Source: an optimization exercise on an open RTL-to-GDS flow (aim: small area and a short achievable clock period). Production flows keep margins and buffers that such runs may drop. In this exercise RTL edits were held to simulation tests only and were not proved equivalent to the original. Power and IR drop assume default switching activity.

==> design/flow/design.v <==
`default_nettype none
package pla_pkg;
    localparam int C_PLA_N_IN   = 6;
    localparam int C_PLA_N_OUT  = 48;
    localparam int C_PLA_N_TERM = 64;
    typedef enum logic [0:0] {
        ST_INIT = 1'b0,
        ST_RUN  = 1'b1
    } pla_state_t;
    localparam logic C_SEL_AND = 1'b0;
    localparam logic C_SEL_OR  = 1'b1;
endpackage
`default_nettype wire
`default_nettype none
module pla_and_plane
#(
    parameter int N_IN   = pla_pkg::C_PLA_N_IN,
    parameter int N_TERM = pla_pkg::C_PLA_N_TERM
) (
    input  logic              Clk,
    input  logic [N_TERM-1:0] i_we,      
    input  logic [N_IN-1:0]   i_m0,
    input  logic [N_IN-1:0]   i_m1,
    input  logic [N_IN-1:0]   i_a,
    output logic [N_TERM-1:0] o_term
);
    logic [N_IN-1:0] r_m0 [N_TERM];
    logic [N_IN-1:0] r_m1 [N_TERM];
    always_ff @(posedge Clk) begin
        for (int t = 0; t < N_TERM; t++) begin
            if (i_we[t]) begin
                r_m0[t] <= i_m0;
                r_m1[t] <= i_m1;
            end
        end
    end
    always_comb begin
        for (int t = 0; t < N_TERM; t++) begin
            o_term[t] = &((i_a & r_m1[t]) | (~i_a & r_m0[t]));
        end
    end
endmodule
`default_nettype wire
`default_nettype none
module pla_prog
#(
    parameter int N_IN   = pla_pkg::C_PLA_N_IN,
    parameter int N_OUT  = pla_pkg::C_PLA_N_OUT,
    parameter int N_TERM = pla_pkg::C_PLA_N_TERM,
    parameter int TW     = $clog2(N_TERM)
) (
    input  logic             Rst,
    input  logic             Clk,
    input  logic             CE,
    input  logic [N_IN-1:0]  A,
    input  logic             A_Vld,
    output logic [N_OUT-1:0] Q,
    output logic             Q_Vld,
    output logic             Rdy,
    input  logic             Cfg_We,
    input  logic             Cfg_Sel,
    input  logic [TW-1:0]    Cfg_Idx,
    input  logic [N_IN-1:0]  Cfg_Care,
    input  logic [N_IN-1:0]  Cfg_Val,
    input  logic [N_OUT-1:0] Cfg_Or,
    output logic             Cfg_Err
);
    localparam logic [TW-1:0] C_LAST_IDX = TW'(N_TERM - 1);
    logic [TW-1:0]    r_cnt;
    logic             r_rdy;
    logic             r_cfg_err;
    logic [N_TERM-1:0] r_term;
    logic              r_s1_vld;
    logic [N_OUT-1:0]  r_q;
    logic              r_q_vld;
    logic [N_OUT-1:0]  r_or [N_TERM];
    logic              w_init;
    logic              w_and_wr;
    logic              w_or_wr;
    logic [N_TERM-1:0] w_idx_dec;
    logic [N_TERM-1:0] w_and_we;
    logic [N_TERM-1:0] w_or_we;
    logic [N_TERM-1:0] w_term;
    logic [N_OUT-1:0]  w_or_d;
    logic [N_OUT-1:0]  w_or_q;
    assign w_init   = ~r_rdy;
    assign w_and_wr = Cfg_We & r_rdy & (Cfg_Sel == pla_pkg::C_SEL_AND);
    assign w_or_wr  = Cfg_We & r_rdy & (Cfg_Sel == pla_pkg::C_SEL_OR);
    always_comb begin
        for (int t = 0; t < N_TERM; t++) begin
            w_idx_dec[t] = (Cfg_Idx == TW'(t));
            w_and_we[t]  = w_init | (w_and_wr & w_idx_dec[t]);
            w_or_we[t]   = w_init | (w_or_wr & w_idx_dec[t]);
        end
    end
    pla_and_plane #(
        .N_IN   (N_IN),
        .N_TERM (N_TERM)
    ) u_and_plane (
        .Clk    (Clk),
        .i_we   (w_and_we),
        .i_m0   ({N_IN{r_rdy}} & ~(Cfg_Care & Cfg_Val)),
        .i_m1   ({N_IN{r_rdy}} & ~(Cfg_Care & ~Cfg_Val)),
        .i_a    (A),
        .o_term (w_term)
    );
    assign w_or_d = {N_OUT{r_rdy}} & Cfg_Or;
    always_ff @(posedge Clk) begin
        for (int t = 0; t < N_TERM; t++) begin
            if (w_or_we[t]) begin
                r_or[t] <= w_or_d;
            end
        end
    end
    always_ff @(posedge Clk) begin
        if (Rst) begin
            r_cnt     <= '0;
            r_rdy     <= 1'b0;
            r_cfg_err <= 1'b0;
        end else begin
            r_cfg_err <= Cfg_We & ~r_rdy;
            if (!r_rdy) begin
                r_cnt <= r_cnt + 1'b1;
                if (r_cnt == C_LAST_IDX) begin
                    r_rdy <= 1'b1;
                end
            end
        end
    end
    always_comb begin
        w_or_q = '0;
        for (int t = 0; t < N_TERM; t++) begin
            w_or_q = w_or_q | ({N_OUT{r_term[t]}} & r_or[t]);
        end
    end
    always_ff @(posedge Clk) begin
        if (CE) begin
            r_term <= w_term;
        end
    end
    always_ff @(posedge Clk) begin
        if (Rst) begin
            r_s1_vld <= 1'b0;
            r_q      <= '0;
            r_q_vld  <= 1'b0;
        end else if (CE) begin
            r_s1_vld <= A_Vld & r_rdy;
            r_q_vld  <= r_s1_vld;
            if (r_s1_vld) begin
                r_q <= w_or_q;
            end
        end
    end
    assign Q       = r_q;
    assign Q_Vld   = r_q_vld;
    assign Rdy     = r_rdy;
    assign Cfg_Err = r_cfg_err;
endmodule
`default_nettype wire
==> design/flow/run.sh <==
#!/bin/bash
# synth_recipe.tcl (not shown) runs the flow's synth.tcl, then flattens the netlist and writes it again
# the make line also repeats each setting of config.mk as NAME=value (left out here)
make -C /OpenROAD-flow-scripts/flow DESIGN_CONFIG=/design/flow/config.mk WORK_HOME=/design/flow/orfs CLKGATE_MAP_FILE= SYNTH_SCRIPT=/design/flow/synth_recipe.tcl finish
==> design/flow/config.mk <==
export PLATFORM = sky130hd
export DESIGN_NAME = pla_prog
export DESIGN_NICKNAME = pla_prog
export VERILOG_FILES = /design/flow/design.v
export SDC_FILE = /design/flow/constraint.sdc
export NUM_CORES = 4
export LEC_CHECK = 0
export CAP_MARGIN = 20
export CORE_MARGIN = 2
export CORE_UTILIZATION = 30
export PLACE_DENSITY = 0.45
export SLEW_MARGIN = 20
==> design/flow/constraint.sdc <==
create_clock -name core_clock -period 5.0 [get_ports {Clk}]
set_input_delay 1.0000 -clock core_clock [delete_from_list [all_inputs] [get_ports {Clk}]]
set_output_delay 1.0000 -clock core_clock [all_outputs]
set_load 0.01 [all_outputs]
==> impl.org, run 1 <==
** Clock network
- In this run the number of H-tree levels came out at 5.
- Clock root buffer :: sky130_fd_sc_hd__clkbuf_16
- Number of sinks handled by clock tree synthesis :: 3962
- The later pin in the worst-skew pair is clocked with a latency of 1.03 ns.
- Post-CTS clock slew at the launch and capture registers of the worst setup and hold paths :: 0.06 ns
- CTS Hold Bufs :: 0
- Post-CTS setup buffers :: 0
- Gates resized during post-CTS repair numbered 0.
- Number of CTS-inserted buffers :: 410
- TritonCTS clock tree :: built
- Maximum number of buffers from clock root to sink :: 4

** STA
- Headroom to the max-slew limit came out at 0.0669.
- Worst Clk Skew :: 0.0811 ns
- For this run, the top clock speed supported by timing is 0.274 GHz.
- Setup violations remaining at the end of the flow were counted as 0.
- Unrepaired setup endpoints after global routing :: false
- Fin. max-slew vios :: 0
- Number of hold violations in the final report :: 0
- Of the available clock period, the critical path in the final layout requires 0.731.
- The worst path in the final design needs a cycle of 3.66 ns, including I/O delays and setup.
- Final worst hold slack :: 0.502 ns
- At the pin with the least slew margin, the transition time is 1.39 ns.

** Placed design
- Detailed placement ended at an HPWL of 328 mm.
- Global placement routability congestion :: 0.853
- After detailed placement, the design holds a cell count of around 14000.
- Buffers placed on the I/O ports in this run total 128.

** GRT
- Global-route usage over all layers :: 0.229
- The number of global-route vias before repair was 78600.
- Entering global routing, the biggest net connects 127 pins.
- Initial antenna violation count :: 59
- The first global-routing pass estimated 740 mm of wire.
- For this run the aggregate overflow at the end of global routing stands at 0.

** Status
- The run finished with no timing, DRC or antenna violations.

** Final layout
- Final instance count without filler cells :: 14500
- Area delta synth->final :: 18.8%
- The final layout contains 8006 nets.
- Share of final-layout standard cells stronger than drive strength 1 :: 0.156

** Routing
- Count of antenna-violating nets left after detailed routing :: 0
- Dividing the detail-routed via count by the number of cells gives 5.70.
- The detailed router finished its first iteration with 14300 violations.
- Final wirelength :: 567 mm
- Total via count in the routed design :: 82600
- Number of iterations in the first detailed-routing pass :: 9
- After detailed routing, the number of remaining DRC violations is 0.
- Dividing the detail-routed wire length by the instance count gives around 40 um.

** Power and ir drop
- LEAKAGE :: approximately 64 nW
- Maximum VDD drop :: approximately 0.28 mV
- PwrDens :: 401 mW/mm^2

** Critical path
- Element type at the critical path end :: register
- Crit Path Max Fanout :: 13
- Data arrives at the worst endpoint at about 4.5 ns.
- For this run, the slowest stage of the critical path takes 1.13 ns.
- STA classifies the critical path startpoint as a register.
- Crit Path Class :: register to register
- Number of buffer and inverter instances along the worst setup path :: 1
- For the worst setup path, the data required time is about 5.8 ns.
- The cell family contributing the most delay on the critical path is simple AND/OR/NAND/NOR gates.
- For this design, the slowest cell found on the critical path is sky130_fd_sc_hd__nor4_1.
- Critical Path, Cell by Cell :: buf_4 > a221oi_1 > nand4_1 > nor4_1 > a211oi_1

** Floorplan
- Vertical extent of the die :: roughly 690 um
- The initial utilization of the core area, before any placement, comes to 0.301.
- For this design the top-level I/O count stands at 129.
- Row Count :: between 200 and 300
- The total area inside the core boundary comes to 0.471 sq mm.
- In this run the horizontal extent of the chip is about 690 um.
- Die Outline Area :: 0.478 sq mm

** Synthesis
- Post-synth cell types :: 37
- Synth Instances :: 7325
- Nets in the synthesized netlist :: ~7400
- Count of synthesis-stage warnings from yosys :: 5
- Synth Cell Area :: 0.142 sq mm
- Number of storage elements in the synthesis netlist :: about 4000
- Synthesized area per cell :: 19.3 sq um
- Of the synthesized area, sequential elements account for 0.835.

** Run
- Max cap viols :: 0

** Worst hold path
- Class of the most critical hold timing path :: register to register
==> power breakdown <==
part | internal, mW | leakage (nW) | switching, mW
Clock | 17.3 | 6.44 | 13.1
Sequential | 35.9 | 48.5 | 0.0836
Combinational | 0.229 | 8.92 | 0.889
==> through the flow <==
| step | utilization | total power, mW | worst slack (ns) | cell area, sq um | TNS [ns] |
|---|---|---|---|---|---|
| after global routing | 0.358 | 69.0 | 1.37 | 168000 | 0 |
| after global placement | 0.329 | 37.8 | 0.405 | 155000 | 0 |
| final | 0.358 | 67.5 | 1.34 | 168000 | 0 |
| after detailed placement | 0.330 | 37.8 | 0.887 | 155000 | 0 |
| after floorplan | - | 37.0 | -0.476 | 142000 | -332.21 |
| after CTS | 0.358 | 67.9 | 1.33 | 168000 | 0 |
==> flip-flops by register name, indices dropped and copies added, names as in the netlist <==
signal            count
r_q_vld               1
r_or               3072
u_and_plane.r_m1    384
r_term               64
r_cnt                 6
r_q                  48
r_rdy                 1
u_and_plane.r_m0    384
r_cfg_err             1
r_s1_vld              1
==> metal layers <==
layer / wire [um] / vias up / share of wire / GRT usage
li1: - / 32200 / - / -
met1: 234000 / 44500 / 0.41 / 0.321
met4: 19600 / 6 / 0.034 / 0.0724
met5: 39 / - / 0.000069 / 0
met2: 259000 / 5119 / 0.46 / 0.359
met3: 55100 / 809 / 0.097 / 0.0421
==> cells by family (layout without fill, tap and decap cells) <==
group                      count (synthesis)  count (layout)  synth area share
AOI/OAI and AO/OA                       1791            1791            0.0950
muxes                                    322             322            0.0233
other                                      0              25                 0
buffers and inverters                    422            1356            0.0133
DFF                                     3962            3962             0.835
and+or+nand+nor                          823             823            0.0328
xor gates and xnor gates                   4               4          0.000247
adders and majority gates                  1               1         0.0000883
==> cells in the final DEF, fill, tap and decap left out, drive strengths merged, types with 25 or more instances in the layout <==
cell and count:
a22oi 1240, a222oi 48, edfxtp 3904, nor2 123, buf 484, o21ai 129, and3 49, a211oi 48
nand2b 65, diode 25, clkbuf 524, a221oi 100, mux2 63, clkdlybuf4s50 120, nor4 48, o2111ai 63
nor3 112, clkinv 165, dfxtp 58, nand4 333, a21oi 51, bufinv 34, and2 49, mux2i 259
a22o 100
==> worst reg2reg max path: cells and delay by family (launching register included) <==
| kind | cells | cell delay, ns |
|---|---|---|
| buffers and inverters | 1 | 0.41 |
| DFF | 1 | 0.79 |
| AOI/OAI and AO/OA | 2 | 0.80 |
| and+or+nand+nor | 2 | 1.51 |
==> cells in the mapped netlist <==
cell type / count / area, sq um
sky130_fd_sc_hd__a221oi_1: 98 / 858
sky130_fd_sc_hd__a22oi_1: 1240 / 9310
sky130_fd_sc_hd__nor2b_1: 7 / 43.8
sky130_fd_sc_hd__a221oi_2: 2 / 30.0
sky130_fd_sc_hd__mux2i_1: 259 / 2590
sky130_fd_sc_hd__and2_1: 49 / 307
sky130_fd_sc_hd__nand2_1: 18 / 67.6
sky130_fd_sc_hd__a222oi_1: 48 / 480
sky130_fd_sc_hd__nand3_1: 15 / 75.1
sky130_fd_sc_hd__o2111ai_1: 63 / 552
sky130_fd_sc_hd__xor2_1: 3 / 26.3
sky130_fd_sc_hd__a211oi_1: 48 / 360
sky130_fd_sc_hd__buf_4: 15 / 113
sky130_fd_sc_hd__and3_1: 49 / 307
sky130_fd_sc_hd__a21boi_0: 12 / 90.1
sky130_fd_sc_hd__or3_1: 1 / 6.26
sky130_fd_sc_hd__or4_1: 1 / 7.51
sky130_fd_sc_hd__o21ai_0: 129 / 646
sky130_fd_sc_hd__buf_1: 104 / 390
sky130_fd_sc_hd__nand4_1: 333 / 2080
sky130_fd_sc_hd__dfxtp_1: 58 / 1160
sky130_fd_sc_hd__buf_6: 8 / 90.1
sky130_fd_sc_hd__nand4b_1: 1 / 8.76
sky130_fd_sc_hd__nor3b_1: 1 / 7.51
sky130_fd_sc_hd__ha_1: 1 / 12.5
sky130_fd_sc_hd__nor3_1: 112 / 561
sky130_fd_sc_hd__nor2_1: 123 / 462
sky130_fd_sc_hd__xnor2_1: 1 / 8.76
sky130_fd_sc_hd__buf_2: 145 / 726
sky130_fd_sc_hd__edfxtp_1: 3904 / 117000
sky130_fd_sc_hd__a21oi_1: 51 / 255
sky130_fd_sc_hd__inv_1: 6 / 22.5
sky130_fd_sc_hd__clkbuf_1: 144 / 541
sky130_fd_sc_hd__nand2b_1: 65 / 407
sky130_fd_sc_hd__mux2_2: 63 / 709
sky130_fd_sc_hd__nor4_1: 48 / 300
sky130_fd_sc_hd__a22o_1: 100 / 876
==> layout make-up <==
cell class | count | area [sq um]
inverters | 6 | 22.5
fillers | 43600 | 302000
diodes | 25 | 62.6
repair buffers | 606 | 6410
well taps | 6223 | 7790
flip-flops and latches | 3962 | 118000
clock buffers | 522 | 11000
multi-input cells | 2941 | 22600
clock inverters | 222 | 2140
==> final timing paths <==
path	from	cells after the start	end	slack, ns
worst max-delay path	r_term[25]	5	r_q[5]	1.34
worst min-delay path	r_q[29]	2	r_q[29]	0.50
worst max register to register	r_term[25]	5	r_q[5]	1.34
worst min register to register	r_q[29]	2	r_q[29]	0.50
==> inputs of run 2 (changes only) <==
--- a/design/flow/design.v
+++ b/design/flow/design.v
@@ -69,4 +69,7 @@
     logic [TW-1:0]    r_cnt;
     logic             r_rdy;
+    logic             r_rdy_o;
+    logic             r_run_a;
+    logic             r_run_o;
     logic             r_cfg_err;
     logic [N_TERM-1:0] r_term;
@@ -75,8 +78,6 @@
     logic              r_q_vld;
     logic [N_OUT-1:0]  r_or [N_TERM];
-    logic              w_init;
     logic              w_and_wr;
     logic              w_or_wr;
-    logic [N_TERM-1:0] w_idx_dec;
     logic [N_TERM-1:0] w_and_we;
     logic [N_TERM-1:0] w_or_we;
@@ -84,12 +85,18 @@
     logic [N_OUT-1:0]  w_or_d;
     logic [N_OUT-1:0]  w_or_q;
-    assign w_init   = ~r_rdy;
     assign w_and_wr = Cfg_We & r_rdy & (Cfg_Sel == pla_pkg::C_SEL_AND);
     assign w_or_wr  = Cfg_We & r_rdy & (Cfg_Sel == pla_pkg::C_SEL_OR);
+    logic [7:0] w_lo_dec;
+    logic [7:0] w_and_hi;
+    logic [7:0] w_or_hi;
     always_comb begin
+        for (int k = 0; k < 8; k++) begin
+            w_lo_dec[k] = (Cfg_Idx[2:0] == 3'(k));
+            w_and_hi[k] = w_and_wr & (Cfg_Idx[5:3] == 3'(k));
+            w_or_hi[k]  = w_or_wr  & (Cfg_Idx[5:3] == 3'(k));
+        end
         for (int t = 0; t < N_TERM; t++) begin
-            w_idx_dec[t] = (Cfg_Idx == TW'(t));
-            w_and_we[t]  = w_init | (w_and_wr & w_idx_dec[t]);
-            w_or_we[t]   = w_init | (w_or_wr & w_idx_dec[t]);
+            w_and_we[t] = ~r_run_a | (w_and_hi[t / 8] & w_lo_dec[t % 8]);
+            w_or_we[t]  = ~r_run_o | (w_or_hi[t / 8]  & w_lo_dec[t % 8]);
         end
     end
@@ -100,10 +107,10 @@
         .Clk    (Clk),
         .i_we   (w_and_we),
-        .i_m0   ({N_IN{r_rdy}} & ~(Cfg_Care & Cfg_Val)),
-        .i_m1   ({N_IN{r_rdy}} & ~(Cfg_Care & ~Cfg_Val)),
+        .i_m0   ({N_IN{r_run_a}} & ~(Cfg_Care & Cfg_Val)),
+        .i_m1   ({N_IN{r_run_a}} & ~(Cfg_Care & ~Cfg_Val)),
         .i_a    (A),
         .o_term (w_term)
     );
-    assign w_or_d = {N_OUT{r_rdy}} & Cfg_Or;
+    assign w_or_d = {N_OUT{r_run_o}} & Cfg_Or;
     always_ff @(posedge Clk) begin
         for (int t = 0; t < N_TERM; t++) begin
@@ -113,16 +120,22 @@
         end
     end
+    logic w_sweep_done;
+    assign w_sweep_done = (r_cnt == C_LAST_IDX);
     always_ff @(posedge Clk) begin
         if (Rst) begin
             r_cnt     <= '0;
             r_rdy     <= 1'b0;
+            r_rdy_o   <= 1'b0;
+            r_run_a   <= 1'b0;
+            r_run_o   <= 1'b0;
             r_cfg_err <= 1'b0;
         end else begin
             r_cfg_err <= Cfg_We & ~r_rdy;
+            r_rdy     <= r_rdy | w_sweep_done;
+            r_rdy_o   <= r_rdy_o | w_sweep_done;
+            r_run_a   <= r_run_a | w_sweep_done;
+            r_run_o   <= r_run_o | w_sweep_done;
             if (!r_rdy) begin
                 r_cnt <= r_cnt + 1'b1;
-                if (r_cnt == C_LAST_IDX) begin
-                    r_rdy <= 1'b1;
-                end
             end
         end
@@ -154,5 +167,5 @@
     assign Q       = r_q;
     assign Q_Vld   = r_q_vld;
-    assign Rdy     = r_rdy;
+    assign Rdy     = r_rdy_o;
     assign Cfg_Err = r_cfg_err;
 endmodule
==> design/flow/flow/run.sh (new file) <==
#!/bin/bash
set -euo pipefail
bash standard.sh MATCH_CELL_FOOTPRINT=0 \
    'BUFFER_PORTS_ARGS=-buffer_cell sky130_fd_sc_hd__buf_4' finish > standard.log 2>&1
==> design/flow/standard.sh (new file) <==
#!/bin/bash
# synth_recipe.tcl (not shown) runs the flow's synth.tcl, then flattens the netlist and writes it again
# the make line also repeats each setting of config.mk as NAME=value (left out here)
make -C /OpenROAD-flow-scripts/flow DESIGN_CONFIG=/design/flow/config.mk WORK_HOME=/design/flow/orfs CLKGATE_MAP_FILE= SYNTH_SCRIPT=/design/flow/synth_recipe.tcl "${@:-finish}"
--- a/design/flow/config.mk
+++ b/design/flow/config.mk
@@ -8,5 +8,8 @@
 export CAP_MARGIN = 20
 export CORE_MARGIN = 2
-export CORE_UTILIZATION = 30
-export PLACE_DENSITY = 0.45
+export CORE_UTILIZATION = 60
+export CTS_CLUSTER_DIAMETER = 40
+export CTS_CLUSTER_SIZE = 20
+export PLACE_DENSITY = 0.7
+export SETUP_SLACK_MARGIN = 2.5
 export SLEW_MARGIN = 20
removed: design/flow/run.sh
==> run 2 against run 1 <==
Compared with the run above:
- critical path depth increased by 1
- worst hold slack got worse by 0.20 ns
- flip-flop and latch count increased by 3
- first-iteration DRC count increased by 42%
- fmax increased by 26%
- synthesized cell count increased by 0.11%
==> impl.org, run 2 <==
** Routing
- The number of DRC markers after the initial detailed-route iteration is 20200 (+42%).
- Drt wl/cell :: 43.2 um (+11%)
- The number of remaining DRC errors came to 0 (unchanged).
- Mean number of vias per cell :: 7.55 (+33%)
- The number of antenna-violating nets in the routed design was 0 (unchanged).
- Number of iterations in the first detailed-routing pass :: 9 (unchanged)
- Final wirelength :: 499 mm (-12%)
- Total via count in the routed design :: 87200 (+5.5%)

** Critical path
- Capturing point of the worst reg2reg path :: r_q[8]
- The path depth of the worst reg2reg path came to 6 (+1).
- Crit Path Max Fanout :: 4 (-9)
- Number of buffer and inverter instances along the worst setup path :: 2 (+1)
- Worst flop-to-flop path startpoint :: r_term[63]
- The delay of the slowest critical-path stage is 0.76 ns (-0.37 ns).
- Required time of the critical path :: 5.84 ns (about the same)
- The worst setup path is captured at a register.
- Startpoint class of the critical path :: register
- Crit Path Class :: register to register
- On the critical path the largest part of the delay comes from simple AND/OR/NAND/NOR gates.
- The critical path goes through buf_12 > buf_4 > a221oi_1 > nand4_1 > nor4_2 > a211oi_1.
- Register-to-Register Setup Slack :: 2.11 ns (+0.76 ns)
- Cell with the largest stage delay on the worst path :: sky130_fd_sc_hd__nand4_1
- WP data arrival :: 3.73 ns (-0.76 ns)

** GRT
- First-pass GRT wire length :: 669 mm (-9.7%)
- Vias in the first global route :: 82900 (+5.5%)
- The number of antenna violations at the first check in global routing is 25 (-58%).
- The pin count of the biggest net entering global routing is 66 (-48%).
- The total grt overflow was 0 (unchanged).
- The total track usage came to 0.408 (+0.179).

** Power and ir drop
- The peak ir drop on the vdd network came to 0.428 mV (+55%).
- The power density over the cells is 423 mW/mm^2 (+5.5%).
- LEAKAGE :: 65.5 nW (+2.5%)
- Overall Power :: 71.1 mW (+5.2%)

** STA
- The final total negative setup slack is 0 ns (unchanged).
- The headroom to the max-slew limit is 0.172 (+0.105).
- Final worst hold slack :: 0.305 ns (-0.197 ns)
- The clock period minus final worst setup slack was 2.89 ns (-0.763 ns).
- Unrepaired setup endpoints after global routing :: true
- Fin. max-slew vios :: 0 (unchanged)
- Number of failing setup endpoints in the final timing report :: 0 (unchanged)
- Transition at the pin with the smallest max-transition slack :: 1.24 ns (-0.145 ns)
- The highest clock frequency the design can meet is 0.346 GHz (+26%).
- The share of the clock period used by the worst path after layout was 0.578 (-0.153).
- The worst clock skew is 0.132 ns (+0.0507 ns).
- Number of hold violations in the final report :: 0 (unchanged)

** Synthesis
- Synth Instances :: 7333 (+0.11%)
- Among all cell types in the netlist, the one instantiated most often is sky130_fd_sc_hd__edfxtp_1.
- Cell taking the most area after synthesis :: sky130_fd_sc_hd__edfxtp_1
- The synthesized area divided by synthesized cell count came to 19.3 sq um (about the same).
- Proportion of synthesized chip area in sequential cells :: 0.835 (about the same)
- The number of enable flip-flop cells after synthesis was 3904 (unchanged).
- Synth Cell Area :: 0.142 sq mm (about the same)
- The net count after synthesis was 7412 (+0.11%).
- The xor and xnor fraction of the mapped netlist area was 0.000247 (about the same).
- Fraction of synthesized area in multiplexers :: 0.0233 (+0.0000494)
- In the synthesized netlist the dominant register cell turns out to be sky130_fd_sc_hd__edfxtp_1.
- Number of storage elements in the synthesis netlist :: 3965 (+0.076%)
- Share of the synthesized area in compound gates (AO/OA/AOI/OAI) :: 0.0952 (+0.000259)
- After synthesis, the largest family of logic cells by area is compound AO/OA/AOI/OAI gates.
- The area share of the leading cell type in the synthesized netlist came to 0.827 (about the same).
- The number of warnings printed during yosys synthesis was 5 (unchanged).
- Counting instances in the post-synthesis netlist gives the leading cell types as sky130_fd_sc_hd__edfxtp_1 (3904), sky130_fd_sc_hd__a22oi_1 (1230), sky130_fd_sc_hd__nand4_1 (328), sky130_fd_sc_hd__mux2i_1 (261), sky130_fd_sc_hd__clkbuf_1 (153).
- The distinct cell type count of the synthesized netlist was 38 (+2.7%).
- The share of synthesized flip-flops with an asynchronous set or reset came to 0 (unchanged).
- Post-synthesis adder-cell area fraction :: 0.0000882 (about the same)
- Cell types with the largest area share after synthesis :: sky130_fd_sc_hd__edfxtp_1 (83%), sky130_fd_sc_hd__a22oi_1 (6.5%), sky130_fd_sc_hd__mux2i_1 (1.8%)
- The synthesized-area fraction occupied by and/or/nand/nor cells was 0.0326 (-0.000123).

** Final layout
- The number of standard cells in the final layout excluding fillers is 11500 (-20%).
- The layout net count was 8084 (+0.97%).
- Flip-flop count of the largest register, all copies and words added :: 3072 (unchanged)
- r_or holds more flip-flops than any other register.
- Compared with the post-synthesis result, the final layout area differs by 18.4%.
- Largest registers :: r_or x3072, u_and_plane.r_m0 x384, u_and_plane.r_m1 x384
- The library cell used most frequently in the layout, excluding fill and tap cells, is sky130_fd_sc_hd__edfxtp_1.
- In the layout the commonest cells are sky130_fd_sc_hd__edfxtp_1 (3904), sky130_fd_sc_hd__a22oi_1 (1229), sky130_fd_sc_hd__clkbuf_16 (455).
- Share of final-layout standard cells stronger than drive strength 1 :: 0.209 (+0.0531)

** Floorplan
- The effective utilization at floorplan came to 0.603 (+0.302).
- The number of placed I/O pins was 129 (unchanged).
- Floorplan Core Area :: 0.235 sq mm (-50%)
- Width of the die :: 490 um (-29%)
- The overall die area was 0.240 sq mm (-50%).
- Row Count :: 178 (-29%)
- The die extent in y was 490 um (-29%).

** Placed design
- The count of input and output buffers was 128 (unchanged).
- The weighted congestion at the end of routability-driven global placement came to 0.885 (+3.7%).
- The number of placed cells counting well taps is 10600 (-23%).
- The placed wire-length estimate after detailed placement came to 264 mm (-20%).

** Worst hold path
- The count of cells along the worst hold path came to 3 (+1).
- The worst hold path begins at A_Vld.
- Class of the most critical hold timing path :: input port to register
- Hold path endpoint :: r_s1_vld

** Clock network
- Number of sinks handled by clock tree synthesis :: 3965 (+0.076%)
- CTS Hold Bufs :: 0 (unchanged)
- Latest clock arrival within the worst-skew pair :: 1.03 ns (about the same)
- TritonCTS clock tree :: built
- The maximum number of buffers from clock root to sink is 4 (unchanged).
- The CTS buffer count is 447 (+9.0%).
- Post-CTS clock slew at the launch and capture registers of the worst setup and hold paths :: 0.07 ns (about the same)
- The cell sitting at the root of the clock tree is a sky130_fd_sc_hd__clkbuf_16.
- Number of H-tree branching levels :: 5 (unchanged)

** Run
- Max cap viols :: 0 (unchanged)

** Status
- Status :: finished clean
## run 2: changes by cell type after synthesis, moves of 8 or more
cell | previous run | this run
sky130_fd_sc_hd__a21boi_0 | 12 | 0
sky130_fd_sc_hd__a22oi_1 | 1240 | 1230
sky130_fd_sc_hd__a221oi_2 | 2 | 10
sky130_fd_sc_hd__a21oi_1 | 51 | 67
sky130_fd_sc_hd__clkbuf_1 | 144 | 153
## run 2: layer usage
metal,up-vias,track usage,share of wire
met3,1886,0.158,0.18
met4,32,0.224,0.067
met2,9625,0.582,0.43
met1,43200,0.543,0.32
li1,32400,-,-
met5,-,0.00218,0.00057
## run 2: power by group
part | internal (mW) | switching [mW]
Combinational | 0.241 | 0.947
Sequential | 35.9 | 0.0268
Clock | 19.7 | 14.2
## run 2: area by class of cell
class | instances | area [sq um]
well taps | 3150 | 3940
inverters | 11 | 45.0
clock buffers | 478 | 11400
flip-flops and latches | 3965 | 119000
repair buffers | 637 | 6580
clock inverters | 341 | 4090
multi-input cells | 2943 | 23200
fillers | 13700 | 67300
diodes | 21 | 52.6
## run 2: worst max path at each step
stage	startpoint	to	slack, ns	cells past startpoint
2_1_floorplan	Cfg_Val[1]	u_and_plane.r_m1[0][1]	1.65	2
3_3_place_gp	Cfg_Idx[0]	r_or[6][20]	1.21	4
6_report	r_term[63]	r_q[8]	2.11	6
3_5_place_dp	Cfg_Idx[0]	r_or[30][45]	1.12	4
4_1_cts	r_q[13]	Q[13]	2.38	1
5_1_grt	r_term[63]	r_q[8]	2.26	6
## run 2: worst min-delay path, cell delays in order
cell,delay [ns]
sky130_fd_sc_hd__buf_4,0.13
sky130_fd_sc_hd__nand3_1,0.08
sky130_fd_sc_hd__a21oi_1,0.06
## run 2: per-stage QoR
step / utilization / area, sq um / worst slack, ns
finish: 0.714 / 168000 / 2.11
global route: 0.714 / 168000 / 2.26
CTS: 0.712 / 167000 / 2.38
detailed placement: 0.637 / 150000 / 1.12
global placement: 0.637 / 150000 / 1.21
floorplan: - / 143000 / 1.65
## run 2: cells by family (layout without fill, tap and decap cells)
group                    count (synthesis)  after routing
XOR/XNOR                                 4              4
other                                    0             21
multiplexers                           323            323
AND/OR/NAND/NOR                        818            818
AO/OA/AOI/OAI                         1794           1797
flip-flops                            3965           3965
buffers and inverters                  428           1467
adder cells (fa/ha/maj)                  1              1
## run 2: what timing repair did
action                      CTS  global route
pin swaps                    19            16
gates cloned                  6             1
resized for setup           265            69
setup buffers               111            19
setup endpoints to repair  3896          1212
==> inputs of run 3 (changes only) <==
--- a/design/flow/config.mk
+++ b/design/flow/config.mk
@@ -9,6 +9,6 @@
 export CORE_MARGIN = 2
 export CORE_UTILIZATION = 60
-export CTS_CLUSTER_DIAMETER = 40
-export CTS_CLUSTER_SIZE = 20
+export CTS_CLUSTER_DIAMETER = 60
+export CTS_CLUSTER_SIZE = 28
 export PLACE_DENSITY = 0.7
 export SETUP_SLACK_MARGIN = 2.5
==> run 3 against run 2 <==
Compared with the run above:
- final cell count decreased by 4.2%
- sequential power is essentially flat
- sequential share of layout area increased by 3.9 points
- count of clock-buffer cells in the layout down 252
- wire length shrank 2.4%
- first-iteration DRC count shrank 2.9%
- critical path type unchanged
==> impl.org, run 3 <==
** Status
- The run finished with no timing, DRC or antenna violations.

** Clock network
- The clock-pin slew on the worst setup and hold paths came to 0.10 ns (+0.03 ns).
- Clock root buffer :: sky130_fd_sc_hd__clkbuf_16
- Number of H-tree branching levels :: 4 (-1)
- Latest clock arrival within the worst-skew pair :: 0.94 ns (-0.09 ns)
- Maximum number of buffers from clock root to sink :: 3 (-1)
- The number of sinks driven by the clock tree is 3965 (unchanged).
- The CTS buffer count was 195 (-56%).
- TritonCTS built the clock tree.

** Synthesis
- Share of the synthesized area in compound gates (AO/OA/AOI/OAI) :: 0.0952 (unchanged)
- The multiplexer fraction of the synthesized cell area was 0.0233 (unchanged).
- Area share of the leading cell type in the synthesized netlist :: 0.827 (unchanged)
- The share of synthesized flip-flops with an asynchronous set or reset came to 0 (unchanged).
- Proportion of synthesized chip area in sequential cells :: 0.835 (unchanged)
- The number of warnings printed during yosys synthesis is 5 (unchanged).
- Fraction of the mapped netlist area in simple logic gates :: 0.0326 (unchanged)
- Post-synth cell types :: 38 (unchanged)
- Most used standard cell by instance count after synthesis :: sky130_fd_sc_hd__edfxtp_1
- Synth Instances :: 7333 (unchanged)
- Top post-synthesis cells by count :: sky130_fd_sc_hd__edfxtp_1 (3904), sky130_fd_sc_hd__a22oi_1 (1230), sky130_fd_sc_hd__nand4_1 (328), sky130_fd_sc_hd__mux2i_1 (261), sky130_fd_sc_hd__clkbuf_1 (153)
- Dominant combinational cell family by area after synthesis :: compound AO/OA/AOI/OAI gates
- Yosys attributes the largest share of cell area to sky130_fd_sc_hd__edfxtp_1 (83%), sky130_fd_sc_hd__a22oi_1 (6.5%), sky130_fd_sc_hd__mux2i_1 (1.8%).
- Synth Cell Area :: 0.142 sq mm (unchanged)
- Number of storage elements in the synthesis netlist :: 3965 (unchanged)
- Nets in the synthesized netlist :: 7412 (unchanged)
- Post-synthesis adder-cell area fraction :: 0.0000882 (unchanged)
- The synthesized area divided by synthesized cell count came to 19.3 sq um (unchanged).
- Most used DFF post-synth :: sky130_fd_sc_hd__edfxtp_1
- Cell taking the most area after synthesis :: sky130_fd_sc_hd__edfxtp_1
- The xor and xnor fraction of the mapped netlist area came to 0.000247 (unchanged).
- EDFF count, synth :: 3904 (unchanged)

** STA
- Max Freq :: 0.374 GHz (+8.3%)
- Setup repair after global routing could not meet its margin everywhere.
- Transition at the pin with the smallest max-transition slack :: 1.23 ns (-0.0146 ns)
- The worst clock skew was 0.0761 ns (-0.0558 ns).
- The number of endpoints with negative hold slack in the final report is 0 (unchanged).
- The count of final setup violators came to 0 (unchanged).
- The share of the clock period used by the worst path after layout was 0.534 (-0.0442).
- Time the worst path needs with I/O delays and setup :: 2.67 ns (-0.221 ns)
- Setup WS post-layout :: 2.33 ns (+0.221 ns)
- Fin. max-slew vios :: 0 (unchanged)
- The headroom to the max-slew limit is 0.182 (+0.00972).
- Post-route setup TNS :: 0 ns (unchanged)

** Final layout
- Number of nets in the finished design :: 7814 (-3.3%)
- The library cell used most frequently in the layout, excluding fill and tap cells, is sky130_fd_sc_hd__edfxtp_1.
- The filler cell count came to 14900 (+8.3%).
- The combined area of the multi-input logic cells was 0.0233 sq mm (+0.11%).
- The fraction of final layout cells sized beyond drive strength 1 is 0.162 (-0.0467).
- Sequential standard cell area :: 0.119 sq mm (about the same)
- The final instance area was 0.159 sq mm (-5.3%).
- Area delta synth->final :: 12.2%
- r_or holds more flip-flops than any other register.
- Flip-flop count of the largest register, all copies and words added :: 3072 (unchanged)
- Commonest cells after routing, fill and taps aside :: sky130_fd_sc_hd__edfxtp_1 (3904), sky130_fd_sc_hd__a22oi_1 (1224), sky130_fd_sc_hd__buf_4 (434)
- The largest registers in the layout are r_or x3072, u_and_plane.r_m0 x384, u_and_plane.r_m1 x384.

** Routing
- Drt wl/cell :: 44.0 um (+1.8%)
- The iteration count of the initial detailed-routing pass is 9 (unchanged).
- Count of antenna-violating nets left after detailed routing :: 0 (unchanged)
- The number of DRC markers after the initial detailed-route iteration was 19600 (-2.9%).
- Post-route DRC :: 0 (unchanged)
- The wire length reported by the detailed router is 487 mm (-2.4%).
- The total vias in the final route came to 84700 (-2.9%).
- The via density per instance was 7.66 (+1.4%).

** Power and ir drop
- LEAKAGE :: 61.2 nW (-6.5%)
- The peak ir drop on the vdd network is 0.374 mV (-13%).
- PwrDens :: 355 mW/mm^2 (-16%)
- Overall Power :: 56.5 mW (-21%)

** GRT
- Global route total overflow :: 0 (unchanged)
- Vias in the first global route :: 78300 (-5.5%)
- First-pass GRT wire length :: 648 mm (-3.1%)
- Largest net degree at the start of global routing :: 66 (unchanged)
- Global-route usage over all layers :: 0.396 (-0.0117)
- The number of antenna violations at the first check in global routing is 16 (-36%).

** Critical path
- Crit Path Max Fanout :: 18 (+14)
- The worst setup path is of the register to register kind.
- Register-to-Register Setup Slack :: 2.33 ns (+0.22 ns)
- Capturing point of the worst reg2reg path :: r_q[14]
- Cell with the largest stage delay on the worst path :: sky130_fd_sc_hd__nor4_4
- STA classifies the critical path startpoint as a register.
- WP data arrival :: 3.42 ns (-0.31 ns)
- In this run the critical register-to-register path is launched from r_term[7].
- STA classifies the critical path endpoint as a register.
- Walking the worst path, the cells encountered are buf_4 > a22oi_1 > and3_1 > nand4_1 > nor4_4 > a211oi_1.
- Setup crit end :: r_q[14]
- The delay of the slowest critical-path stage is 0.55 ns (-0.21 ns).
- Required time of the critical path :: 5.75 ns (-0.09 ns)
- The path depth of the worst reg2reg path came to 6 (unchanged).
- Tracing the worst setup path back leads to its startpoint at r_term[7].

** Placed design
- Worst Setup Slack post-DPL :: 1.12 ns (unchanged)
- The weighted congestion at the end of routability-driven global placement came to 0.885 (unchanged).
- The count of input and output buffers came to 128 (unchanged).
- The placed wire-length estimate after detailed placement is 264 mm (unchanged).
- Cell area after placement :: 0.150 sq mm (unchanged)

** Floorplan
- The effective utilization at floorplan was 0.603 (unchanged).
- The placeable core region came to 0.235 sq mm (unchanged).
- I/O pin count :: 129 (unchanged)
- The floorplan row count came to 178 (unchanged).
- Width of the die :: 490 um (unchanged)
- The overall die area was 0.240 sq mm (unchanged).
- The die extent in y came to 490 um (unchanged).

** Run
- The number of max-capacitance violations reported is 0 (unchanged).

** Worst hold path
- Class of the most critical hold timing path :: input port to register
==> run 3: cell counts after synthesis <==
Identical to the previous run, type by type.
==> run 3: layout make-up <==
class	count	share of cell area
antenna	17	0.000267
clock buffer	226	0.0320
clock inverter	133	0.0105
inverter	11	0.000283
multi-input combinational	2943	0.146
sequential	3965	0.745
tap	3150	0.0248
timing repair buffer	619	0.0407
==> run 3: report_power, final <==
part | internal [mW] | switching [mW] | total (mW)
logic | 0.247 | 0.951 | 1.20
registers | 35.9 | 0.0266 | 35.9
clock network | 8.37 | 11.0 | 19.4
total | 44.5 | 12.0 | 56.5
==> run 3: timing repair <==
action / CTS / global route
hold buffers: 0 / 0
buffers inserted: 96 / 13
gates resized for setup: 199 / 108
gates cloned: 5 / 5
setup endpoints to repair: 4204 / 1695
pin swaps: 15 / 27
==> run 3: worst min-delay path by stage <==
| stage | startpoint | slack [ns] | end | cells after the start |
|---|---|---|---|---|
| after floorplan | r_s1_vld | 0.45 | r_s1_vld | 2 |
| after global placement | r_rdy_o | 0.44 | r_rdy_o | 2 |
| after detailed placement | r_rdy_o | 0.44 | r_rdy_o | 2 |
| after CTS | A_Vld | 0.36 | r_s1_vld | 3 |
| after global routing | A_Vld | 0.38 | r_s1_vld | 3 |
| final | A_Vld | 0.38 | r_s1_vld | 3 |
==> run 3: layer usage <==
| metal | wire [um] | part of all wire | GRT usage | vias to the layer above |
|---|---|---|---|---|
| met2 | 209000 | 0.43 | 0.574 | 9032 |
| met3 | 89800 | 0.18 | 0.144 | 1554 |
| met5 | 198 | 0.00041 | 0 | - |
| met1 | 158000 | 0.33 | 0.542 | 42500 |
| met4 | 29400 | 0.060 | 0.180 | 21 |
| li1 | - | - | - | 31600 |
==> run 3: logic make-up (layout without fill, tap and decap cells) <==
logic type / count (synthesis) / in the layout
buf+inv: 428 / 989
xor+xnor: 4 / 4
mux: 323 / 323
other cells: 0 / 17
simple gates: 818 / 818
flops: 3965 / 3965
fa+ha+maj: 1 / 1
compound gates: 1794 / 1797
==> run 3: stage by stage <==
stage	utilization	hold slack, ns	instances
after detailed placement	0.637	0.443	10600
final	0.676	0.379	11100
after global placement	0.637	0.439	10600
after floorplan	-	0.454	7333
after global routing	0.676	0.376	11100
after CTS	0.673	0.358	11000
==> run 3: worst max-delay path: cells and delay by family, from the launching register on <==
kind            cells  cell delay (ns)
simple gates        3             1.31
flops               1             0.48
compound gates      2             0.44
buf+inv             1             0.29
==> inputs of run 4 (changes only) <==
--- a/design/flow/design.v
+++ b/design/flow/design.v
@@ -74,4 +74,5 @@
     logic             r_cfg_err;
     logic [N_TERM-1:0] r_term;
+    logic [N_TERM-1:0] r_term_n;
     logic              r_s1_vld;
     logic [N_OUT-1:0]  r_q;
@@ -144,10 +145,14 @@
         w_or_q = '0;
         for (int t = 0; t < N_TERM; t++) begin
-            w_or_q = w_or_q | ({N_OUT{r_term[t]}} & r_or[t]);
+            w_or_q[N_OUT/2-1:0] = w_or_q[N_OUT/2-1:0]
+                                | ({(N_OUT/2){r_term[t]}} & r_or[t][N_OUT/2-1:0]);
+            w_or_q[N_OUT-1:N_OUT/2] = w_or_q[N_OUT-1:N_OUT/2]
+                                | ({(N_OUT/2){~r_term_n[t]}} & r_or[t][N_OUT-1:N_OUT/2]);
         end
     end
     always_ff @(posedge Clk) begin
         if (CE) begin
-            r_term <= w_term;
+            r_term   <= w_term;
+            r_term_n <= ~w_term;
         end
     end
==> run 4 against run 3 <==
Compared with the run above:
- still clean
- synthesized cell count up 5.5%
- global-route usage up 0.40 points
- power up 1.6%
- critical endpoint is now r_q[25]
- highest routed layer unchanged
==> impl.org, run 4 <==
** Worst hold path
- Hold path depth :: 2 (-1)
- The min-delay analysis places its worst path in the category input port to register.

** Placed design
- The placed wire-length estimate after detailed placement came to 287 mm (+8.6%).
- Count of placed standard cells including taps :: 11100 (+5.4%)
- Global placement routability congestion :: 0.969 (+9.5%)
- Count of input and output buffers :: 128 (unchanged)

** Clock network
- TritonCTS built the clock tree.
- The cell sitting at the root of the clock tree is a sky130_fd_sc_hd__clkbuf_16.
- The CTS buffer count came to 200 (+2.6%).
- The maximum number of buffers from clock root to sink was 3 (unchanged).
- Number of H-tree branching levels :: 4 (unchanged)
- CTS Hold Bufs :: 0 (unchanged)
- The clock-pin slew on the worst setup and hold paths was 0.10 ns (about the same).
- Latest clock arrival within the worst-skew pair :: 0.93 ns (about the same)
- The number of sinks driven by the clock tree is 4029 (+1.6%).

** Floorplan
- Initial Utilization :: 0.604 (+0.00148)
- The number of placed I/O pins came to 129 (unchanged).
- The width of the chip was 496 um (+1.3%).
- Row Count :: 180 (+1.1%)
- The overall die area is 0.246 sq mm (+2.6%).
- The placeable core region came to 0.241 sq mm (+2.4%).
- The die extent in y was 496 um (+1.3%).

** GRT
- The global-route wire length before repair came to 664 mm (+2.4%).
- Global route total overflow :: 0 (unchanged)
- The pin count of the biggest net entering global routing came to 65 (-1.5%).
- The met2 layer usage reported by global route is 0.569 (-0.00489).
- Global-route usage over all layers :: 0.400 (+0.00401)
- Met3 global-route usage :: 0.170 (+0.0261)
- Initial antenna violation count :: 39 (+23)
- Busiest layer in global routing :: met2
- The global-route track usage on met1 was 0.532 (-0.0100).
- The number of global-route vias before repair was 80400 (+2.6%).

** Routing
- The via density per instance is 7.41 (-3.2%).
- The routed length per placed instance was 42.5 um (-3.5%).
- The number of antenna-violating nets in the routed design came to 0 (unchanged).
- The number of DRC markers after the initial detailed-route iteration is 19800 (+0.88%).
- The iteration count of the initial detailed-routing pass was 10 (+1).
- Total via count in the routed design :: 87000 (+2.7%)
- Final wirelength :: 498 mm (+2.4%)
- Post-route DRC :: 0 (unchanged)

** Power and ir drop
- PwrDens :: 349 mW/mm^2 (-1.8%)
- The leakage power summed over all cells is 64.3 nW (+5.1%).
- Maximum VDD drop :: 0.384 mV (+2.7%)

** Final layout
- The number of flip-flops under the largest register name was 3072 (unchanged).
- Commonest cells after routing, fill and taps aside :: sky130_fd_sc_hd__edfxtp_1 (3968), sky130_fd_sc_hd__a22oi_1 (950), sky130_fd_sc_hd__buf_4 (582)
- Final instance count without filler cells :: 11700 (+6.1%)
- The area used by sequential logic in the layout is 0.121 sq mm (+1.7%).
- The combined area of the multi-input logic cells is 0.0251 sq mm (+7.8%).
- Layout Utilization :: 0.684 (+0.00738)
- Number of nets in the finished design :: 8450 (+8.1%)
- Leaving out fill and tap cells, the most frequent cell in the layout is sky130_fd_sc_hd__edfxtp_1.
- The filler cell count came to 15000 (+1.2%).
- Largest registers :: r_or x3072, u_and_plane.r_m0 x384, u_and_plane.r_m1 x384
- Share of final-layout standard cells stronger than drive strength 1 :: 0.165 (+0.00306)
- The register with the most flip-flops in the final layout is r_or.
- Area delta synth->final :: 13.1%

** Critical path
- The path depth of the worst reg2reg path is 6 (unchanged).
- Required time of the critical path :: 5.80 ns (+0.05 ns)
- Startpoint class of the critical path :: register
- WP data arrival :: 3.81 ns (+0.39 ns)
- The largest fanout on the critical path came to 18 (unchanged).
- STA classifies the critical path endpoint as a register.
- Crit Path Class :: register to register

** Synthesis
- In the post-synthesis netlist, the cell with the most instances is sky130_fd_sc_hd__edfxtp_1.
- The area share of the leading cell type in the synthesized netlist came to 0.819 (-0.00790).
- The synthesized area divided by synthesized cell count came to 18.8 sq um (-2.7%).
- Number of storage elements in the synthesis netlist :: 4029 (+1.6%)
- The synthesized-area fraction occupied by and/or/nand/nor cells was 0.0495 (+0.0169).
- Cell taking the most area after synthesis :: sky130_fd_sc_hd__edfxtp_1
- The sequential cell area fraction in the yosys report is 0.827 (-0.00812).
- EDFF count, synth :: 3968 (+1.6%)
- Count of synthesis-stage warnings from yosys :: 5 (unchanged)
- Dominant combinational cell family by area after synthesis :: compound AO/OA/AOI/OAI gates
- The summed instance area of the synthesized netlist was 0.146 sq mm (+2.6%).
- The multiplexer fraction of the synthesized cell area came to 0.0264 (+0.00308).
- The xor and xnor fraction of the mapped netlist area was 0.000241 (-0.00000631).
- Top post-synthesis cells by count :: sky130_fd_sc_hd__edfxtp_1 (3968), sky130_fd_sc_hd__a22oi_1 (952), sky130_fd_sc_hd__mux2i_1 (383), sky130_fd_sc_hd__nor2b_1 (382), sky130_fd_sc_hd__nand4_1 (234)
- Ys async rst share :: 0 (unchanged)
- Among all flip-flop cells after synthesis, the most frequent one is sky130_fd_sc_hd__edfxtp_1.
- The instance count of the mapped netlist is 7737 (+5.5%).
- The compound-gate portion of the synthesized area was 0.0839 (-0.0113).
- The net count after synthesis is 7816 (+5.5%).
- Cell types with the largest area share after synthesis :: sky130_fd_sc_hd__edfxtp_1 (82%), sky130_fd_sc_hd__a22oi_1 (4.9%), sky130_fd_sc_hd__mux2i_1 (2.6%)
- The adder and majority gate portion of the synthesized area was 0.0000860 (-0.00000225).
- Post-synth cell types :: 50 (+32%)

** STA
- Number of failing setup endpoints in the final timing report :: 0 (unchanged)
- The worst clock skew came to 0.0701 ns (-0.00598 ns).
- Setup repair after global routing could not meet its margin everywhere.
- The clock period minus final worst setup slack came to 3.01 ns (+0.338 ns).
- The number of pins with negative max-slew slack in the final report came to 0 (unchanged).
- The highest clock frequency the design can meet came to 0.332 GHz (-11%).
- Post-route setup TNS :: 0 ns (unchanged)
- The pin slew with the least headroom to its limit was 1.19 ns (-0.0328 ns).
- Final worst hold slack :: 0.407 ns (+0.0270 ns)
- The number of endpoints with negative hold slack in the final report came to 0 (unchanged).
- The headroom to the max-slew limit was 0.203 (+0.0219).
- The share of the clock period used by the worst path after layout came to 0.602 (+0.0676).

** Status
- Status :: finished clean

** Run
- The number of max-capacitance violations reported was 0 (unchanged).
## run 4: changes by cell type after synthesis, moves of 88 or more
cell                        before  now
sky130_fd_sc_hd__mux2i_1       261  383
sky130_fd_sc_hd__inv_1          11  121
sky130_fd_sc_hd__nor3_1        114   26
sky130_fd_sc_hd__a2111oi_0       0  112
sky130_fd_sc_hd__a22oi_1      1230  952
sky130_fd_sc_hd__nand4_1       328  234
sky130_fd_sc_hd__nand3_1        18  116
sky130_fd_sc_hd__nor2_1        119  223
sky130_fd_sc_hd__nor2b_1         3  382
## run 4: path summary, 6_finish.rpt
path	start	to	slack [ns]
worst max-delay path	r_term_n[37]	r_q[25]	1.99
worst min-delay path	Rst	r_rdy_o	0.41
worst max register to register	r_term_n[37]	r_q[25]	1.99
worst min register to register	r_rdy_o	r_rdy_o	0.46
## run 4: kinds of logic (layout without fill, tap and decap cells)
kind of cell               after synthesis  count (layout)
buffers and inverters                  460            1259
AOI/OAI and AO/OA                     1602            1602
DFF                                   4029            4029
and+or+nand+nor                       1257            1258
xor gates and xnor gates                 4               4
muxes                                  384             384
other                                    0              18
adders and majority gates                1               1
## run 4: timing repair
item,CTS,global route
buffers inserted,155,48
cloned,6,3
pin swaps,30,29
setup endpoints to repair,3921,1625
gates resized for setup,290,121
## run 4: layout make-up
| type | instances | share of cell area |
|---|---|---|
| sequential | 4029 | 0.732 |
| clock inverter | 133 | 0.0109 |
| multi-input combinational | 3249 | 0.152 |
| clock buffer | 235 | 0.0324 |
| antenna | 18 | 0.000274 |
| timing repair buffer | 751 | 0.0439 |
| tap | 3185 | 0.0242 |
| inverter | 140 | 0.00389 |
## run 4: power by group
part | switching, mW | leakage (nW) | internal [mW]
clock | 11.3 | 3.43 | 8.85
combinational | 0.575 | 11.9 | 0.164
sequential | 0.0140 | 49.0 | 36.5
total | 11.9 | 64.3 | 45.5
## run 4: metal layers
metal | vias up | wire length, um
met1 | 43300 | 162000
met5 | - | 443
li1 | 33000 | -
met4 | 44 | 31900
met3 | 1681 | 92900
met2 | 9015 | 212000
## run 4: critical path, stage by stage (launching register included)
cell and delay, ns:
sky130_fd_sc_hd__edfxtp_1 0.49, sky130_fd_sc_hd__inv_1 0.11, sky130_fd_sc_hd__buf_4 0.26, sky130_fd_sc_hd__a2111o_1 0.45, sky130_fd_sc_hd__nor4_4 0.55, sky130_fd_sc_hd__nand4_1 0.61, sky130_fd_sc_hd__o221a_1 0.42
## run 4: stage by stage
| step | cell area [sq um] | power (mW) | setup slack, ns |
|---|---|---|---|
| after floorplan | 146000 | 37.5 | 1.65 |
| after global placement | 154000 | 37.9 | 0.453 |
| after detailed placement | 154000 | 37.9 | 0.985 |
| after CTS | 164000 | 57.3 | 2.26 |
| after global routing | 165000 | 58.4 | 2.09 |
| final | 165000 | 57.4 | 1.99 |
==> inputs of run 5 (changes only) <==
--- a/design/flow/config.mk
+++ b/design/flow/config.mk
@@ -12,4 +12,4 @@
 export CTS_CLUSTER_SIZE = 28
 export PLACE_DENSITY = 0.7
-export SETUP_SLACK_MARGIN = 2.5
+export SETUP_SLACK_MARGIN = 2.8
 export SLEW_MARGIN = 20
==> run 5 against run 4 <==
Compared with the run above:
- sequential share of layout area is 1.8 points lower
- worst hold slack better by 0.015 ns
- count of clock-buffer cells in the layout is 8 lower
- cell area is 2.6% higher
- critical path depth stayed put
- clock skew is 0.012 ns lower
- clock power hardly changed
- sequential power hardly changed
- critical path type unchanged
- combinational power is about 20% higher
- critical endpoint unchanged
- fmax is 0.36% lower
- register-to-register slack hardly changed
- non-clock buffer count is 104 higher
==> impl.org, run 5 <==
** STA
- The number of pins with negative max-slew slack in the final report was 0 (unchanged).
- Number of failing setup endpoints in the final timing report :: 0 (unchanged)
- Post-route setup TNS :: 0 ns (unchanged)
- Unrepaired setup endpoints after global routing :: true
- The worst-case hold slack is 0.421 ns (+0.0146 ns).
- Max Freq :: 0.331 GHz (-0.36%)
- The pin slew with the least headroom to its limit came to 1.14 ns (-0.0557 ns).
- Number of hold violations in the final report :: 0 (unchanged)
- Worst Clk Skew :: 0.0583 ns (-0.0118 ns)
- Time the worst path needs with I/O delays and setup :: 3.02 ns (+0.0110 ns)
- Rel. slew slack :: 0.241 (+0.0371)
- Final Cycle Share :: 0.604 (+0.00220)

** Floorplan
- The number of placed I/O pins is 129 (unchanged).
- The placeable core region is 0.241 sq mm (unchanged).
- The overall die area is 0.246 sq mm (unchanged).
- The width of the chip was 496 um (unchanged).
- The floorplan row count came to 180 (unchanged).
- The die extent in y is 496 um (unchanged).
- The effective utilization at floorplan came to 0.604 (unchanged).

** Routing
- The iteration count of the initial detailed-routing pass was 16 (+6).
- The number of antenna-violating nets in the routed design was 0 (unchanged).
- Post-route DRC :: 0 (unchanged)
- The wire length reported by the detailed router came to 513 mm (+2.9%).
- Drt wl/cell :: 43.3 um (+2.0%)
- Number of violations reported at the end of detailed-routing iteration 0 :: 19700 (-0.49%)
- Mean number of vias per cell :: 7.48 (+0.93%)
- Total via count in the routed design :: 88600 (+1.9%)

** Power and ir drop
- PwrDens :: 340 mW/mm^2 (-2.5%)
- LEAKAGE :: 65.9 nW (+2.5%)
- Maximum VDD drop :: 0.358 mV (-6.9%)
- Overall Power :: 57.4 mW (about the same)

** Synthesis
- Most used DFF post-synth :: sky130_fd_sc_hd__edfxtp_1
- Top post-synthesis cells by count :: sky130_fd_sc_hd__edfxtp_1 (3968), sky130_fd_sc_hd__a22oi_1 (952), sky130_fd_sc_hd__mux2i_1 (383), sky130_fd_sc_hd__nor2b_1 (382), sky130_fd_sc_hd__nand4_1 (234)
- The share of synthesized flip-flops with an asynchronous set or reset came to 0 (unchanged).
- The biggest area contributor in the post-synthesis netlist is sky130_fd_sc_hd__edfxtp_1.
- EDFF count, synth :: 3968 (unchanged)
- Cell types with the largest area share after synthesis :: sky130_fd_sc_hd__edfxtp_1 (82%), sky130_fd_sc_hd__a22oi_1 (4.9%), sky130_fd_sc_hd__mux2i_1 (2.6%)
- Area share of the leading cell type in the synthesized netlist :: 0.819 (unchanged)
- The sequential cell area fraction in the yosys report was 0.827 (unchanged).
- The distinct cell type count of the synthesized netlist was 50 (unchanged).
- Synthesized area per cell :: 18.8 sq um (unchanged)
- Number of storage elements in the synthesis netlist :: 4029 (unchanged)
- The summed instance area of the synthesized netlist is 0.146 sq mm (unchanged).
- Count of synthesis-stage warnings from yosys :: 5 (unchanged)
- Synth Instances :: 7737 (unchanged)
- The net count after synthesis was 7816 (unchanged).
- Most used standard cell by instance count after synthesis :: sky130_fd_sc_hd__edfxtp_1

** Critical path
- For this design, the slowest cell found on the critical path is sky130_fd_sc_hd__nand4_1.
- Number of buffer and inverter instances along the worst setup path :: 1 (-1)
- WP data arrival :: 3.83 ns (+0.02 ns)
- Cell family with most CP delay :: simple AND/OR/NAND/NOR gates
- Crit Path Class :: register to register
- Register-to-Register Setup Slack :: 1.98 ns (about the same)
- The signal on the critical path passes through buf_6 > nor2b_1 > a2111o_1 > nor4_4 > nand4_1 > o221a_1.
- The delay of the slowest critical-path stage came to 0.75 ns (+0.14 ns).
- STA classifies the critical path endpoint as a register.
- The worst setup path is launched from a register.
- The required time of the critical path is 5.81 ns (about the same).
- Crit Path Max Fanout :: 14 (-4)

** GRT
- The global-route wire length before repair came to 675 mm (+1.7%).
- The pin count of the biggest net entering global routing was 75 (+15%).
- The number of global-route vias before repair was 81300 (+1.2%).
- Global-route usage over all layers :: 0.408 (+0.00822)
- The number of antenna violations at the first check in global routing came to 34 (-13%).
- The total grt overflow was 0 (unchanged).

** Final layout
- The largest registers in the layout are r_or x3072, u_and_plane.r_m0 x384, u_and_plane.r_m1 x384.
- Compared with the post-synthesis result, the final layout area differs by 16.0%.
- The utilization after layout came to 0.701 (+0.0176).
- Most common cell after layout, fill and taps aside :: sky130_fd_sc_hd__edfxtp_1
- Largest reg by FF count :: r_or
- Commonest cells after routing, fill and taps aside :: sky130_fd_sc_hd__edfxtp_1 (3968), sky130_fd_sc_hd__a22oi_1 (938), sky130_fd_sc_hd__buf_4 (495)
- The fraction of final layout cells sized beyond drive strength 1 is 0.197 (+0.0313).
- The number of flip-flops under the largest register name was 3072 (unchanged).
- Number of nets in the finished design :: 8555 (+1.2%)

** Clock network
- The clock-pin slew on the worst setup and hold paths is 0.11 ns (about the same).
- Number of H-tree branching levels :: 4 (unchanged)
- Latest clock arrival within the worst-skew pair :: 0.94 ns (about the same)
- Number of CTS-inserted buffers :: 201 (+0.50%)
- TritonCTS built the clock tree.
- The number of sinks driven by the clock tree was 4029 (unchanged).
- Clock root buffer :: sky130_fd_sc_hd__clkbuf_16
- Maximum number of buffers from clock root to sink :: 3 (unchanged)
- CTS Hold Bufs :: 0 (unchanged)

** Placed design
- The weighted congestion at the end of routability-driven global placement was 0.930 (-4.0%).
- The count of input and output buffers came to 128 (unchanged).
- Half-perimeter wire length after detailed placement :: 281 mm (-2.0%)

** Run
- Max cap viols :: 0 (unchanged)

** Status
- Status :: finished clean

** Worst hold path
- Class of the most critical hold timing path :: input port to register
==> run 5: cell counts after synthesis <==
Identical to the previous run, type by type.
==> run 5: worst register-to-register path: stages, from the launching register on <==
cell and delay (ns):
sky130_fd_sc_hd__edfxtp_1 0.53, sky130_fd_sc_hd__buf_6 0.28, sky130_fd_sc_hd__nor2b_1 0.08, sky130_fd_sc_hd__a2111o_1 0.39, sky130_fd_sc_hd__nor4_4 0.36, sky130_fd_sc_hd__nand4_1 0.75
sky130_fd_sc_hd__o221a_1 0.49
==> run 5: cells by family after synthesis <==
group / synth area share
AOI/OAI and AO/OA: 0.0839
and+or+nand+nor: 0.0495
xor gates and xnor gates: 0.000241
adders and majority gates: 0.0000860
DFF: 0.827
buffers and inverters: 0.0126
muxes: 0.0264
==> run 5: final cells by class <==
type,count,area (sq um)
inverter,140,638
timing repair buffer,855,9620
tap,3185,3990
multi-input combinational,3249,27000
fill,14400,71900
clock inverter,136,1790
sequential,4029,121000
clock buffer,227,5230
antenna,27,67.6
==> run 5: timing repair <==
action	CTS	global route
endpoints found under the setup margin	5692	1103
gates resized for setup	782	203
pin swaps	163	106
setup buffers	273	53
cloned	17	10
hold endpoints to repair	0	0
==> run 5: per-layer routing <==
metal | vias up | track usage | wire, um
li1 | 33200 | - | -
met1 | 44400 | 0.543 | 167000
met2 | 9155 | 0.572 | 216000
met3 | 1801 | 0.179 | 93500
met4 | 33 | 0.212 | 35500
met5 | - | 0.00734 | 887
==> run 5: final timing paths <==
kind | startpoint | to | depth (start not counted)
setup / recovery | r_term_n[11] | r_q[25] | 6
hold / removal | Cfg_Val[5] | u_and_plane.r_m0[45][5] | 2
setup reg to reg | r_term_n[11] | r_q[25] | 6
hold reg to reg | r_q[9] | r_q[9] | 2
==> run 5: power by group <==
part	total [mW]	internal, mW	leakage, nW	switching [mW]
Sequential	36.5	36.5	49.0	0.0152
Clock	20.1	8.70	3.40	11.4
Combinational	0.886	0.218	13.5	0.668
==> run 5: metrics by stage <==
step           setup slack (ns)  instances  cell area [sq um]
6_report                   1.98      11800             169000
5_1_grt                    2.06      11800             169000
4_1_cts                    2.19      11800             167000
3_5_place_dp              0.961      11100             154000
3_3_place_gp              0.376      11100             154000
2_1_floorplan              1.96       7737             146000

-- re-timing with driven ports --
No port has a modelled driver above. Below, the same layouts with a new extraction and two added sets of constraints.
Step 1 sets driving cells, clkbuf_16 on the clock port and buf_2 on the other inputs (assumed; they add their load-dependent delay and slew).
Step 2, shift: input delay + t, output delay - t, t = (earliest + latest rising clock arrival at the registers) / 2. This alone moves slack from input paths to output paths.
Three values: ideal, step 1, step 2; two values: the first two.
run | shift t [ns] | setup WS [ns] | clock arrival spread, ns
run 1 | 1.094 | 1.345 / 1.345 / 0.707 | 0.086 / 0.087
run 2 | 1.062 | 2.108 / 2.108 / 1.546 | 0.135 / 0.134
run 3 | 0.992 | 2.329 / 2.329 / 1.511 | 0.081 / 0.080
run 4 | 0.992 | 1.991 / 1.991 / 1.156 | 0.081 / 0.082
run 5 | 1.018 | 1.980 / 1.980 / 1.314 | 0.074 / 0.074
After both steps every run listed still meets setup and hold. For run 4, which loses most, drivers alone change the setup slack by 0.000 ns; drivers and shift together by -0.835 ns.
